What follows belongs to an exercise in optimizing a design on an open flow for small area, a short achievable clock period and few clock cycles per item; a production flow would make more cautious choices. Only simulation tests tie the RTL to the original design; equivalence was not proved. Power and IR drop assume default switching activity.

## the reference run
Design quadrature_position_counter_unit, start of the top module:
module quadrature_position_counter_unit (
   input  wire logic        clock,
   input  wire logic        reset,
   input  wire logic        req_valid,
   output logic             req_ready,
   input  wire logic [1:0]  req_type,
   input  wire logic        req_pin_a,
   input  wire logic        req_pin_b,
   input  wire logic [20:0] req_new_value,
   output logic             rsp_valid,
   input  wire logic        rsp_ready,
   output logic [20:0]      rsp_position,
   output logic [31:0]      rsp_raw_count,
   input  wire logic        csr_psel,
   input  wire logic        csr_penable,
   input  wire logic        csr_pwrite,
   input  wire logic [4:0]  csr_paddr,
   input  wire logic [31:0] csr_pwdata,
   output logic [31:0]      csr_prdata,
   output logic             csr_pready
);
export LEC_CHECK = 0
export ABC_AREA = 1
export CAP_MARGIN = 20
export CORE_MARGIN = 2
export CORE_UTILIZATION = 60
export SETUP_SLACK_MARGIN = 5
export SLEW_MARGIN = 20
export TNS_END_PERCENT = 0
create_clock -name core_clock -period 9.0 [get_ports {clock}]
run.sh (not shown) runs the stock make flow with config.mk's settings and CLKGATE_MAP_FILE= SYNTH_SCRIPT=/design/flow/synth_recipe.tcl, a recipe that flattens the netlist after the stock synthesis.
Testbench counts of the reference run, summed over its fixed seeds: cycles 9,942, items 9,600.
Inputs modified between the reference run and the trial run:
--- a/flow/design.v
+++ b/flow/design.v
@@ -139,66 +139,70 @@
    assign mgt   = w_ff[22] | (w_ff == 23'd0);
    logic signed [27:0] minr_ff, maxr_ff;    
    logic signed [28:0] dr_ff;               
    logic [31:0]        minr, maxr, dr;
    assign minr = {{4{minr_ff[27]}}, minr_ff};
    assign maxr = {{4{maxr_ff[27]}}, maxr_ff};
    assign dr   = {{3{dr_ff[28]}}, dr_ff};
    logic [2:0]         mstep_ff;
    logic               mbusy;
    logic               mbusy_ff;
    assign mbusy = mbusy_ff;
-   logic [6:0] oq_ff;         
+   logic [7:0] oq_ff;         
    logic       osg_ff;        
    logic [6:0] or_ff;         
    logic [2:0] ocnt_ff;
    logic       obusy_ff;
    logic [7:0] osrc;
    assign osrc = wr_ofs ? csr_pwdata[7:0] : ofs_ff;
-   logic [7:0] otrial, odiff;
-   logic       oge;
-   logic [6:0] orem;
-   assign otrial = {or_ff, oq_ff[6]};
-   assign odiff  = otrial - {1'b0, s};
-   assign oge    = ~odiff[7];
-   assign orem   = oge ? odiff[6:0] : otrial[6:0];
+   logic [7:0] otrial, odiff, otrial2, odiff2;
+   logic       oge, oge2;
+   logic [6:0] orem, orem2;
+   assign otrial  = {or_ff, oq_ff[7]};
+   assign odiff   = otrial - {1'b0, s};
+   assign oge     = ~odiff[7];
+   assign orem    = oge ? odiff[6:0] : otrial[6:0];
+   assign otrial2 = {orem, oq_ff[6]};
+   assign odiff2  = otrial2 - {1'b0, s};
+   assign oge2    = ~odiff2[7];
+   assign orem2   = oge2 ? odiff2[6:0] : otrial2[6:0];
    always_ff @(posedge clock) begin
       if (reset || wr_ofs || wr_steps) begin
-         oq_ff    <= reset ? 7'd0 : (osrc[6:0] ^ {7{osrc[7]}});
+         oq_ff    <= reset ? 8'd0 : {1'b0, osrc[6:0] ^ {7{osrc[7]}}};
          osg_ff   <= reset ? 1'b0 : osrc[7];
          or_ff    <= 7'd0;
          ocnt_ff  <= 3'd0;
          obusy_ff <= 1'b1;
       end else if (obusy_ff) begin
          ocnt_ff <= ocnt_ff + 3'd1;
-         if (ocnt_ff == 3'd7) begin
+         if (ocnt_ff == 3'd4) begin
             obusy_ff <= 1'b0;
-            oq_ff    <= oq_ff ^ {7{osg_ff}};
+            oq_ff    <= {1'b0, oq_ff[6:0] ^ {7{osg_ff}}};
             or_ff    <= osg_ff ? (sm1 - or_ff) : or_ff;
          end else begin
-            oq_ff <= {oq_ff[5:0], oge};
-            or_ff <= orem;
+            oq_ff <= {oq_ff[5:0], oge, oge2};
+            or_ff <= orem2;
          end
       end
    end
    logic signed [7:0] qo;
    logic [6:0]        ro;
-   assign qo = {osg_ff, oq_ff};
+   assign qo = {osg_ff, oq_ff[6:0]};
    assign ro = or_ff;
    logic        h_v, h_redo;
    logic [1:0]  h_kind, in_kind;
    logic        h_du, h_dd, in_du, in_dd;
    logic [22:0] h_nv;
    logic [21:0] in_qv;      
    assign in_qv = ((req_type == 2'd1) ? {req_new_value[20], req_new_value} : 22'd0)
-                + {{14{osg_ff}}, osg_ff, oq_ff};
+                + {{14{osg_ff}}, osg_ff, oq_ff[6:0]};
    logic        pop, push;
    logic [3:0]  hist_ff, hist_n;
    assign req_ready = (~h_v | pop) & ~mbusy & ~obusy_ff;
    assign push      = req_valid & req_ready;
    assign hist_n    = {hist_ff[1:0], req_pin_b, req_pin_a};
    always_comb begin
       in_kind = req_type;
       if (req_type == 2'd0 && !en_ff) in_kind = 2'd3;
       in_du = 1'b0;
       in_dd = 1'b0;
       if (req_type == 2'd0 && en_ff) begin
Notes after the runs:
Re cell-internal power: the trial run is about 7% up on the reference run.
Looking only at post-place instance area, and setting everything else aside, the lower value of the trial run and the reference run goes to the trial run.
Per the comparison of the trial run with the reference run, via count -1.1%; post-detailed-placement half-perimeter wirelength saw an increase; sequential share of layout area shows no meaningful change; data arrival time at the worst-slack endpoint now smaller.
The trial run vs the reference run, buffer count from post-CTS setup fixing went down by 3.
The reference run -> the trial run: height of the die decreased slightly
No stage failed in the trial run, and the final checks on the layout all came back clean.
Testbench counts of the trial run, summed over its fixed seeds: cycles 9,846, items 9,600.

-- static timing again, ports no longer ideal --
The results above use ideal ports. As a check the final layouts listed here were re-extracted and re-timed, cells and wires unchanged.
Step 1, drivers: a clkbuf_16 drives clock and a buf_2 each remaining input, both assumed.
Step 2 adds t to the input delays and takes it off the output delays; t is the mean of the earliest and latest rising clock arrival at the registers after step 1. Input paths then give back, and output paths get back, about the clock's delay inside the block.
a / b / c = no drivers / after step 1 / after step 2; a / b = the first two.
run	shift t [ns]	setup WS [ns]	clock arrival spread, ns	slew at the worst register clock pin (ns)
the reference run	0.665	3.945 / 3.896 / 3.346	0.047 / 0.046	0.08 / 0.08
the trial run	0.671	4.012 / 3.942 / 3.677	0.027 / 0.027	0.07 / 0.07
After both steps setup and hold are still met in every run listed. For the reference run, which loses most, drivers alone change the setup slack by -0.049 ns; drivers and shift together by -0.599 ns.
